What follows belongs to an exercise in optimizing a design on an open flow for a short achievable clock period; a production flow would make more cautious choices. In this exercise RTL edits were held to simulation tests only and were not proved equivalent to the original. Power figures rest on the tool's default switching activity, not on a simulated workload.

## br_predictor_btb
module br_predictor_btb
#(
   parameter  int ENTRIES = 16,
   parameter  int HIST_W  = 4,
   localparam int IDX_W   = $clog2(ENTRIES)
) (
   input  logic              CLK,
   input  logic              nRST,
   input  logic [31:0]       lookup_pc,
   output logic              hit,
   output logic              predict,
   output logic [31:0]       pred_target,
   output logic [HIST_W-1:0] pred_hist,
   input  logic              pc_en,
   input  logic              upd_valid,
   input  logic [31:0]       upd_pc,
   input  logic              upd_taken,
   input  logic [31:0]       upd_target,
   input  logic              upd_pred,
   input  logic [HIST_W-1:0] upd_hist,
   output logic [31:0]       br_count,
   output logic [31:0]       mispred_count
);
   localparam int TAG_W = 32 - IDX_W - 2;    
   localparam int NGRP  = (TAG_W + 2 + 3) / 4;   
   logic [ENTRIES-1:0] valid;
   logic [TAG_W-1:0]   tags    [ENTRIES];
   logic [31:0]        targets [ENTRIES];
   logic [1:0]         ctr     [ENTRIES];
   logic [IDX_W-1:0]   l_idx, u_idx;
   logic [TAG_W-1:0]   l_tag, u_tag;
   logic               upd;
   assign l_idx = lookup_pc[IDX_W+1:2];
   assign l_tag = lookup_pc[31:IDX_W+2];
   assign u_idx = upd_pc[IDX_W+1:2];
   assign u_tag = upd_pc[31:IDX_W+2];
   assign upd = upd_valid & pc_en;
   logic [3:0]         l_dlo, l_dhi;
   logic [ENTRIES-1:0] l_vd;
   logic [ENTRIES-1:0] l_a, l_b;   
   bp_dec2 u_dlo (.a(l_idx[1:0]), .y(l_dlo));
   bp_dec2 u_dhi (.a(l_idx[3:2]), .y(l_dhi));
   for (genvar i = 0; i < ENTRIES; i++) begin : g_lk
      logic [4*NGRP-1:0] e;       
      logic [NGRP-1:0]   n;
      for (genvar k = 0; k < TAG_W; k++) begin : g_x
  ...
Size in the first run: ~3,300 cells after synthesis, about 1,000 flip-flops, about 49,000 sq um of cells after synthesis.
export LEC_CHECK = 0
export CAP_MARGIN = 20
export CORE_MARGIN = 2
export CORE_UTILIZATION = 40
export SETUP_SLACK_MARGIN = 5.0
export SLEW_MARGIN = 20
export SYNTH_HIERARCHICAL = 1
export TNS_END_PERCENT = 0
create_clock -name core_clock -period 7.0 [get_ports {CLK}]
standard.sh (not shown) runs the stock make flow with config.mk's settings and CLKGATE_MAP_FILE= SYNTH_SCRIPT=/design/flow/synth_recipe.tcl, a recipe that flattens the netlist after the stock synthesis.
==> flow/flow/run.sh <==
#!/bin/bash
# The standard layout, with the lookup's pins grouped on one stretch of the
# top edge (flow/io.tcl, read by ORFS's floorplan step through IO_CONSTRAINTS)
# and timing-driven global placement weighting its critical nets harder.
set -euo pipefail
cd "$(dirname "$0")/.."
bash standard.sh "IO_CONSTRAINTS=$PWD/flow/io.tcl" \
  "GLOBAL_PLACEMENT_ARGS=-timing_driven_net_weight_max 8 -timing_driven_nets_percentage 15" \
  finish > standard.log 2>&1
==> flow/flow/io.tcl <==
# Put the data pins on the top edge: the lookup's inputs and outputs together
# in the middle, the update's PC and controls to the left, its target to the
# right, so the tag and target storage gathers near the lookup pins.
set_io_pin_constraint -region top:140-210 -pin_names {lookup_pc[2] lookup_pc[3] lookup_pc[4] lookup_pc[5] lookup_pc[6] lookup_pc[7] lookup_pc[8] lookup_pc[9] lookup_pc[10] lookup_pc[11] lookup_pc[12] lookup_pc[13] lookup_pc[14] lookup_pc[15] lookup_pc[16] lookup_pc[17] lookup_pc[18] lookup_pc[19] lookup_pc[20] lookup_pc[21] lookup_pc[22] lookup_pc[23] lookup_pc[24] lookup_pc[25] lookup_pc[26] lookup_pc[27] lookup_pc[28] lookup_pc[29] lookup_pc[30] lookup_pc[31] pred_target[0] pred_target[1] pred_target[2] pred_target[3] pred_target[4] pred_target[5] pred_target[6] pred_target[7] pred_target[8] pred_target[9] pred_target[10] pred_target[11] pred_target[12] pred_target[13] pred_target[14] pred_target[15] pred_target[16] pred_target[17] pred_target[18] pred_target[19] pred_target[20] pred_target[21] pred_target[22] pred_target[23] pred_target[24] pred_target[25] pred_target[26] pred_target[27] pred_target[28] pred_target[29] pred_target[30] pred_target[31] hit predict}
set_io_pin_constraint -region top:60-135 -pin_names {upd_pc[2] upd_pc[3] upd_pc[4] upd_pc[5] upd_pc[6] upd_pc[7] upd_pc[8] upd_pc[9] upd_pc[10] upd_pc[11] upd_pc[12] upd_pc[13] upd_pc[14] upd_pc[15] upd_pc[16] upd_pc[17] upd_pc[18] upd_pc[19] upd_pc[20] upd_pc[21] upd_pc[22] upd_pc[23] upd_pc[24] upd_pc[25] upd_pc[26] upd_pc[27] upd_pc[28] upd_pc[29] upd_pc[30] upd_pc[31] upd_valid pc_en upd_taken upd_pred}
set_io_pin_constraint -region top:215-290 -pin_names {upd_target[0] upd_target[1] upd_target[2] upd_target[3] upd_target[4] upd_target[5] upd_target[6] upd_target[7] upd_target[8] upd_target[9] upd_target[10] upd_target[11] upd_target[12] upd_target[13] upd_target[14] upd_target[15] upd_target[16] upd_target[17] upd_target[18] upd_target[19] upd_target[20] upd_target[21] upd_target[22] upd_target[23] upd_target[24] upd_target[25] upd_target[26] upd_target[27] upd_target[28] upd_target[29] upd_target[30] upd_target[31]}
==> next run, changes <==
Settings changed: SETUP_SLACK_MARGIN 5.0 to 3.5, TNS_END_PERCENT 0 to 10.
Result:
- power rises slightly
- routed wire length went up by a few percent
- critical path depth decreases by 2
- design area rises slightly
- worst setup slack improved by 0.20 ns
- synthesized area does not change
==> next run, changes <==
==> flow/flow/io.tcl (replaced) <==
# Put the data pins on the top edge: the lookup's inputs and outputs together
# in the middle, the update's PC and controls to the left, its target to the
# right, so the tag and target storage gathers near the lookup pins. The
# pred_target pins that share one copy of the hit signal (8 bits each) are kept
# next to each other.
set_io_pin_constraint -region top:140-210 -pin_names {lookup_pc[2] lookup_pc[3] lookup_pc[4] lookup_pc[5] lookup_pc[6] lookup_pc[7] lookup_pc[8] lookup_pc[9] lookup_pc[10] lookup_pc[11] lookup_pc[12] lookup_pc[13] lookup_pc[14] lookup_pc[15] lookup_pc[16] lookup_pc[17] lookup_pc[18] lookup_pc[19] lookup_pc[20] lookup_pc[21] lookup_pc[22] lookup_pc[23] lookup_pc[24] lookup_pc[25] lookup_pc[26] lookup_pc[27] lookup_pc[28] lookup_pc[29] lookup_pc[30] lookup_pc[31] hit predict}
set_io_pin_constraint -region top:60-135 -pin_names {upd_pc[2] upd_pc[3] upd_pc[4] upd_pc[5] upd_pc[6] upd_pc[7] upd_pc[8] upd_pc[9] upd_pc[10] upd_pc[11] upd_pc[12] upd_pc[13] upd_pc[14] upd_pc[15] upd_pc[16] upd_pc[17] upd_pc[18] upd_pc[19] upd_pc[20] upd_pc[21] upd_pc[22] upd_pc[23] upd_pc[24] upd_pc[25] upd_pc[26] upd_pc[27] upd_pc[28] upd_pc[29] upd_pc[30] upd_pc[31] upd_valid pc_en upd_taken upd_pred}
set_io_pin_constraint -region top:215-290 -pin_names {upd_target[0] upd_target[1] upd_target[2] upd_target[3] upd_target[4] upd_target[5] upd_target[6] upd_target[7] upd_target[8] upd_target[9] upd_target[10] upd_target[11] upd_target[12] upd_target[13] upd_target[14] upd_target[15] upd_target[16] upd_target[17] upd_target[18] upd_target[19] upd_target[20] upd_target[21] upd_target[22] upd_target[23] upd_target[24] upd_target[25] upd_target[26] upd_target[27] upd_target[28] upd_target[29] upd_target[30] upd_target[31]}
set_io_pin_constraint -region top:140-210 -group -order -pin_names {pred_target[0] pred_target[1] pred_target[2] pred_target[3] pred_target[4] pred_target[5] pred_target[6] pred_target[7]}
set_io_pin_constraint -region top:140-210 -group -order -pin_names {pred_target[8] pred_target[9] pred_target[10] pred_target[11] pred_target[12] pred_target[13] pred_target[14] pred_target[15]}
set_io_pin_constraint -region top:140-210 -group -order -pin_names {pred_target[16] pred_target[17] pred_target[18] pred_target[19] pred_target[20] pred_target[21] pred_target[22] pred_target[23]}
set_io_pin_constraint -region top:140-210 -group -order -pin_names {pred_target[24] pred_target[25] pred_target[26] pred_target[27] pred_target[28] pred_target[29] pred_target[30] pred_target[31]}
Outcome:
- routed wire length increases by about 1.5%
- first-iteration DRC count goes up by 0.46%
- count of clock-buffer cells in the layout shrinks by 10
- combinational power rises by about 3%
- synthesized cell count stays the same
- design area goes up by 1.8%
- cell count went up by 0.87%
- setup slack got worse by 0.017 ns
- clock skew went down by 0.0040 ns
- register-to-register slack stays flat


Setup of red:
br_predictor_btb, a different RTL version from the one above (not shown whole).
Size in the first run: about 3500 cells after synthesis, ~1000 flip-flops, about 210 I/O pins, ~48000 um2 of cells after synthesis.
Settings: LEC_CHECK=0, CAP_MARGIN=20, CORE_MARGIN=2, CORE_UTILIZATION=65, SETUP_SLACK_MARGIN=5.0, SLEW_MARGIN=20; clock period 7.0 ns.
run.sh (not shown) runs the stock make flow with config.mk's settings and CLKGATE_MAP_FILE= SYNTH_SCRIPT=/design/flow/synth_recipe.tcl, a recipe that flattens the netlist after the stock synthesis.
Stock flow here: none of the scripts above is used.
FAIL red @ 5_1_grt: tool exited with error
The inputs of blue differ from those of red as listed below.
- CORE_UTILIZATION changed from 65 to 40
- SETUP_SLACK_MARGIN changed from 5.0 to 2.0
--- outcome ---
- Die span in y ended up 27% higher on blue than on red.
- blue was carried through to the last stage, and its layout satisfied the timing, DRC and antenna checks.
- blue vs. red: post-cts resize count moved down; share of cell area taken by muxes after synthesis level.
Edits applied to the flow inputs when going from blue to green:
- changing CORE_UTILIZATION from 40 to 55
--- outcome ---
Across blue and green, none had a timing, DRC or antenna violation. Final design area excluding fillers essentially unchanged between green and blue. Between blue and green, the cell count of the worst reg-to-reg path is higher for blue. Compared with blue, in green post-route fraction of the period consumed by the critical path went up; share of post-route cells with drive strength above 1 rose by 1.2 points. green: number of cells in the finished layout apart from fillers lower than blue. Relative area change from synthesis to final layout sits higher in green than in blue. Worst path setup slack after routing ends up higher on blue. [green] length of the first detailed-routing pass in iterations rose 2 relative to blue.


run 1:
The RTL this note starts from:
==> flow/design.v <==
package bp_pkg;
   typedef enum logic [1:0] {
      STRONG_NT = 2'b00,
      WEAK_NT   = 2'b01,
      WEAK_T    = 2'b10,
      STRONG_T  = 2'b11
   } counter_t;
   localparam logic [31:0] STAT_MAX = 32'hFFFF_FFFF;
   function automatic counter_t sat_next(counter_t c, logic taken);
      counter_t n;
      n = c;
      case (c)
         bp_pkg::STRONG_NT: n = taken ? bp_pkg::WEAK_NT  : bp_pkg::STRONG_NT;
         bp_pkg::WEAK_NT:   n = taken ? bp_pkg::WEAK_T   : bp_pkg::STRONG_NT;
         bp_pkg::WEAK_T:    n = taken ? bp_pkg::STRONG_T : bp_pkg::WEAK_NT;
         bp_pkg::STRONG_T:  n = taken ? bp_pkg::STRONG_T : bp_pkg::WEAK_T;
         default:   n = bp_pkg::STRONG_NT;
      endcase
      sat_next = n;
   endfunction
endpackage
module bp_xnor2 (input logic a, b, output logic y);
   assign y = ~(a ^ b);
endmodule
module bp_nand4 (input logic a, b, c, d, output logic y);
   assign y = ~(a & b & c & d);
endmodule
module bp_nand3 (input logic a, b, c, output logic y);
   assign y = ~(a & b & c);
endmodule
module bp_nor4 (input logic a, b, c, d, output logic y);
   assign y = ~(a | b | c | d);
endmodule
module bp_nor3 (input logic a, b, c, output logic y);
   assign y = ~(a | b | c);
endmodule
module bp_a22oi (input logic a1, a2, b1, b2, output logic y);
   assign y = ~((a1 & a2) | (b1 & b2));
endmodule
module bp_or2 (input logic a, b, output logic y);
   assign y = a | b;
endmodule
module bp_o21a (input logic a1, a2, b, output logic y);
   assign y = (a1 | a2) & b;
endmodule
module bp_dec2 (input logic [1:0] a, output logic [3:0] y);
   assign y[0] = ~a[1] & ~a[0];
   assign y[1] = ~a[1] &  a[0];
   assign y[2] =  a[1] & ~a[0];
   assign y[3] =  a[1] &  a[0];
endmodule
module bp_and2 (input logic a, b, output logic y);
   assign y = a & b;
endmodule
module bp_nand2 (input logic a, b, output logic y);
   assign y = ~(a & b);
endmodule
module br_predictor_btb
#(
   parameter  int ENTRIES = 16,
   parameter  int HIST_W  = 4,
   localparam int IDX_W   = $clog2(ENTRIES)
) (
   input  logic              CLK,
   input  logic              nRST,
   input  logic [31:0]       lookup_pc,
   output logic              hit,
   output logic              predict,
   output logic [31:0]       pred_target,
   output logic [HIST_W-1:0] pred_hist,
   input  logic              pc_en,
   input  logic              upd_valid,
   input  logic [31:0]       upd_pc,
   input  logic              upd_taken,
   input  logic [31:0]       upd_target,
   input  logic              upd_pred,
   input  logic [HIST_W-1:0] upd_hist,
   output logic [31:0]       br_count,
   output logic [31:0]       mispred_count
);
   localparam int TAG_W = 32 - IDX_W - 2;    
   localparam int NGRP  = (TAG_W + 2 + 3) / 4;   
   logic [ENTRIES-1:0] valid;
   logic [TAG_W-1:0]   tags    [ENTRIES];
   logic [31:0]        targets [ENTRIES];
   logic [1:0]         ctr     [ENTRIES];
   logic [IDX_W-1:0]   l_idx, u_idx;
   logic [TAG_W-1:0]   l_tag, u_tag;
   logic               upd;
   assign l_idx = lookup_pc[IDX_W+1:2];
   assign l_tag = lookup_pc[31:IDX_W+2];
   assign u_idx = upd_pc[IDX_W+1:2];
   assign u_tag = upd_pc[31:IDX_W+2];
   assign upd = upd_valid & pc_en;
   logic [3:0]         l_dlo, l_dhi;
   logic [ENTRIES-1:0] l_vd;
   logic [ENTRIES-1:0] l_a, l_b;   
   bp_dec2 u_dlo (.a(l_idx[1:0]), .y(l_dlo));
   bp_dec2 u_dhi (.a(l_idx[3:2]), .y(l_dhi));
   for (genvar i = 0; i < ENTRIES; i++) begin : g_lk
      logic [4*NGRP-1:0] e;       
      logic [NGRP-1:0]   n;
      for (genvar k = 0; k < TAG_W; k++) begin : g_x
         bp_xnor2 u_x (.a(l_tag[k]), .b(tags[i][k]), .y(e[k]));
      end
      bp_and2 u_vd (.a(valid[i]), .b(l_dlo[i%4]), .y(l_vd[i]));
      assign e[TAG_W]   = l_vd[i];
      assign e[TAG_W+1] = l_dhi[i/4];
      for (genvar g = 0; g < NGRP; g++) begin : g_n
         bp_nand4 u_n (.a(e[4*g]), .b(e[4*g+1]), .c(e[4*g+2]), .d(e[4*g+3]), .y(n[g]));
      end
      bp_nor4 u_a (.a(n[0]), .b(n[1]), .c(n[2]), .d(n[3]), .y(l_a[i]));
      bp_nor3 u_b (.a(n[4]), .b(n[5]), .c(n[6]), .y(l_b[i]));
   end
   localparam int NCOPY = 4;
   logic [NCOPY-1:0] h0, h1;
   for (genvar c = 0; c < NCOPY; c++) begin : g_cp
      logic [ENTRIES/2-1:0] pair_n;   
      for (genvar p = 0; p < ENTRIES/2; p++) begin : g_pr
         bp_a22oi u_p (.a1(l_a[2*p]), .a2(l_b[2*p]), .b1(l_a[2*p+1]), .b2(l_b[2*p+1]),
                       .y(pair_n[p]));
      end
      bp_nand4 u_h0 (.a(pair_n[0]), .b(pair_n[1]), .c(pair_n[2]), .d(pair_n[3]), .y(h0[c]));
      bp_nand4 u_h1 (.a(pair_n[4]), .b(pair_n[5]), .c(pair_n[6]), .d(pair_n[7]), .y(h1[c]));
   end
   logic [3:0]  m_dlo, m_dhi;
   logic [32:0] l_rd;    
   logic [31:0] l_tgt;
   logic [1:0]  l_ctr;
   bp_dec2 u_mlo (.a(l_idx[1:0]), .y(m_dlo));
   bp_dec2 u_mhi (.a(l_idx[3:2]), .y(m_dhi));
   for (genvar b = 0; b < 33; b++) begin : g_mx
      logic [ENTRIES-1:0] d;
      logic [3:0]         gv;
      logic [1:0]         y;
      for (genvar i = 0; i < ENTRIES; i++) begin : g_d
         assign d[i] = (b == 32) ? ctr[i][1] : targets[i][b];
      end
      for (genvar q = 0; q < 4; q++) begin : g_q
         logic [1:0] x;
         bp_a22oi u_x0 (.a1(m_dlo[0]), .a2(d[4*q]),   .b1(m_dlo[1]), .b2(d[4*q+1]), .y(x[0]));
         bp_a22oi u_x1 (.a1(m_dlo[2]), .a2(d[4*q+2]), .b1(m_dlo[3]), .b2(d[4*q+3]), .y(x[1]));
         bp_nand2 u_g  (.a(x[0]), .b(x[1]), .y(gv[q]));
      end
      bp_a22oi u_y0 (.a1(m_dhi[0]), .a2(gv[0]), .b1(m_dhi[1]), .b2(gv[1]), .y(y[0]));
      bp_a22oi u_y1 (.a1(m_dhi[2]), .a2(gv[2]), .b1(m_dhi[3]), .b2(gv[3]), .y(y[1]));
      bp_nand2 u_m  (.a(y[0]), .b(y[1]), .y(l_rd[b]));
   end
   assign l_tgt    = l_rd[31:0];
   assign l_ctr[1] = l_rd[32];
   assign l_ctr[0] = 1'b0;    
   bp_or2  u_hitg (.a(h0[0]), .b(h1[0]), .y(hit));
   bp_o21a u_pred (.a1(h0[NCOPY-1]), .a2(h1[NCOPY-1]), .b(l_ctr[1]), .y(predict));
   for (genvar b = 0; b < 32; b++) begin : g_tg
      bp_o21a u_t (.a1(h0[b/(32/NCOPY)]), .a2(h1[b/(32/NCOPY)]), .b(l_tgt[b]), .y(pred_target[b]));
   end
   assign pred_hist = '0;
   logic [ENTRIES-1:0] u_sel, u_hit, u_alloc, u_tgt_we;
   always_comb begin
      for (int i = 0; i < ENTRIES; i++) begin
         u_sel[i]    = upd && (u_idx == IDX_W'(i));
         u_hit[i]    = valid[i] && (tags[i] == u_tag);
         u_alloc[i]  = u_sel[i] & ~u_hit[i];
         u_tgt_we[i] = u_sel[i] & (~u_hit[i] | upd_taken);
      end
   end
   always_ff @(posedge CLK or negedge nRST) begin
      if (!nRST) valid <= '0;
      else       valid <= valid | u_alloc;
   end
   always_ff @(posedge CLK) begin
      for (int i = 0; i < ENTRIES; i++) begin
         if (u_alloc[i])  tags[i]    <= u_tag;
         if (u_tgt_we[i]) targets[i] <= upd_target;
         if (u_sel[i]) begin
            if (!u_hit[i]) ctr[i] <= upd_taken ? bp_pkg::WEAK_T : bp_pkg::WEAK_NT;
            else           ctr[i] <= bp_pkg::sat_next(bp_pkg::counter_t'(ctr[i]), upd_taken);
         end
      end
   end
   logic unused_bits;
   assign unused_bits = ^{lookup_pc[1:0], upd_pc[1:0], upd_hist};
   always_ff @(posedge CLK or negedge nRST) begin
      if (!nRST) begin
         br_count      <= '0;
         mispred_count <= '0;
      end else if (upd) begin
         if (br_count != bp_pkg::STAT_MAX) br_count <= br_count + 32'd1;
         if ((upd_pred != upd_taken) && (mispred_count != bp_pkg::STAT_MAX))
            mispred_count <= mispred_count + 32'd1;
      end
   end
endmodule
==> flow/config.mk <==
export PLATFORM = sky130hd
export DESIGN_NAME = br_predictor_btb
export DESIGN_NICKNAME = br_predictor_btb
export VERILOG_FILES = /design/flow/design.v
export SDC_FILE = /design/flow/constraint.sdc
export NUM_CORES = 4
export LEC_CHECK = 0
export CAP_MARGIN = 20
export CORE_MARGIN = 2
export CORE_UTILIZATION = 40
export SETUP_SLACK_MARGIN = 3.5
export SLEW_MARGIN = 20
export SYNTH_HIERARCHICAL = 1
export TNS_END_PERCENT = 10
==> flow/constraint.sdc <==
create_clock -name core_clock -period 7.0 [get_ports {CLK}]
set_input_delay 1.4000 -clock core_clock [delete_from_list [all_inputs] [get_ports {CLK}]]
set_output_delay 1.4000 -clock core_clock [all_outputs]
set_load 0.01 [all_outputs]
standard.sh (not shown) runs the stock make flow with config.mk's settings and CLKGATE_MAP_FILE= SYNTH_SCRIPT=/design/flow/synth_recipe.tcl, a recipe that flattens the netlist after the stock synthesis.
==> flow/flow/run.sh <==
#!/bin/bash
# The standard layout with three changes:
#  - the data pins are placed on the top edge as flow/io.tcl says (read by
#    ORFS's floorplan step through IO_CONSTRAINTS);
#  - timing-driven global placement weights its critical nets harder;
#  - the delay cells and the weakest sizes of the lookup gates (flow/dont_use.txt)
#    are added to sky130hd's own don't-use
#    list (flow/platform_dont_use.txt), so repair sizes buffers on the lookup
#    path to real buffers instead of slow delay cells.
set -euo pipefail
cd "$(dirname "$0")/.."
DU="$(cat flow/platform_dont_use.txt flow/dont_use.txt | tr '\n' ' ')"
bash standard.sh "IO_CONSTRAINTS=$PWD/flow/io.tcl" \
  "GLOBAL_PLACEMENT_ARGS=-timing_driven_net_weight_max 8 -timing_driven_nets_percentage 15" \
  "DONT_USE_CELLS=$DU" \
  finish > standard.log 2>&1
==> flow/flow/dont_use.txt <==
sky130_fd_sc_hd__clkdlybuf4s15_1
sky130_fd_sc_hd__clkdlybuf4s15_2
sky130_fd_sc_hd__clkdlybuf4s18_1
sky130_fd_sc_hd__clkdlybuf4s18_2
sky130_fd_sc_hd__clkdlybuf4s25_1
sky130_fd_sc_hd__clkdlybuf4s25_2
sky130_fd_sc_hd__clkdlybuf4s50_1
sky130_fd_sc_hd__clkdlybuf4s50_2
sky130_fd_sc_hd__dlygate4sd1_1
sky130_fd_sc_hd__dlygate4sd2_1
sky130_fd_sc_hd__dlygate4sd3_1
sky130_fd_sc_hd__dlymetal6s2s_1
sky130_fd_sc_hd__dlymetal6s4s_1
sky130_fd_sc_hd__dlymetal6s6s_1
sky130_fd_sc_hd__nand4_1
sky130_fd_sc_hd__nor4_1
sky130_fd_sc_hd__nor4_2
sky130_fd_sc_hd__nor3_1
sky130_fd_sc_hd__nor3_2
sky130_fd_sc_hd__a22oi_1
sky130_fd_sc_hd__o21a_1
sky130_fd_sc_hd__buf_1
sky130_fd_sc_hd__xnor2_1
Other scripts of this flow, unchanged in this note and not shown: flow/flow/io.tcl, flow/flow/platform_dont_use.txt
Run 1 | ERROR | synthesis (1_2_yosys)
Relative to run 1, the following input files were edited for run 2:
--- a/flow/flow/dont_use.txt
+++ b/flow/flow/dont_use.txt
@@ -21,3 +21,4 @@
 sky130_fd_sc_hd__o21a_1
-sky130_fd_sc_hd__buf_1
 sky130_fd_sc_hd__xnor2_1
+sky130_fd_sc_hd__or2_0
+sky130_fd_sc_hd__or2_1
Run 2 went all the way through the flow, and no timing, DRC or antenna check failed.

[port drivers added, routing unchanged]
The results above use ideal ports. As a check the final layouts listed here were re-extracted and re-timed, cells and wires unchanged. Step 1: set_driving_cell puts a clkbuf_16 on CLK and a buf_2 on each other input, an assumption about the parent block. Step 2 also shifts input and output timing later by t, the mid clock arrival at the registers, as if the neighbouring blocks saw the same clock. Three values: ideal, step 1, step 2; two values: the first two.
run | t, ns | setup WS [ns] | latest minus earliest clock arrival (ns) | worst slew at a driven data input, ns | pins driven straight from the clock port
the first run of note 1 | 0.785 | 2.034 / 1.963 / 1.577 | 0.058 / 0.059 | 0.17 | 1
the second run of note 1 | 0.782 | 2.237 / 2.152 / 2.007 | 0.058 / 0.058 | 0.20 | 1
the third run of note 1 | 0.778 | 2.221 / 1.931 / 1.931 | 0.062 / 0.063 | 0.31 | 1
blue | 0.789 | 1.988 / 1.854 / 1.854 | 0.059 / 0.059 | 0.17 | 1
green | 0.756 | 1.952 / 1.911 / 1.911 | 0.035 / 0.035 | 0.11 | 1
run 2 | 0.828 | 2.292 / 2.226 / 1.701 | 0.080 / 0.080 | 0.29 | 1
After both steps every run listed still meets setup and hold. For run 2, which loses most, drivers alone change the setup slack by -0.066 ns; drivers and shift together by -0.591 ns.
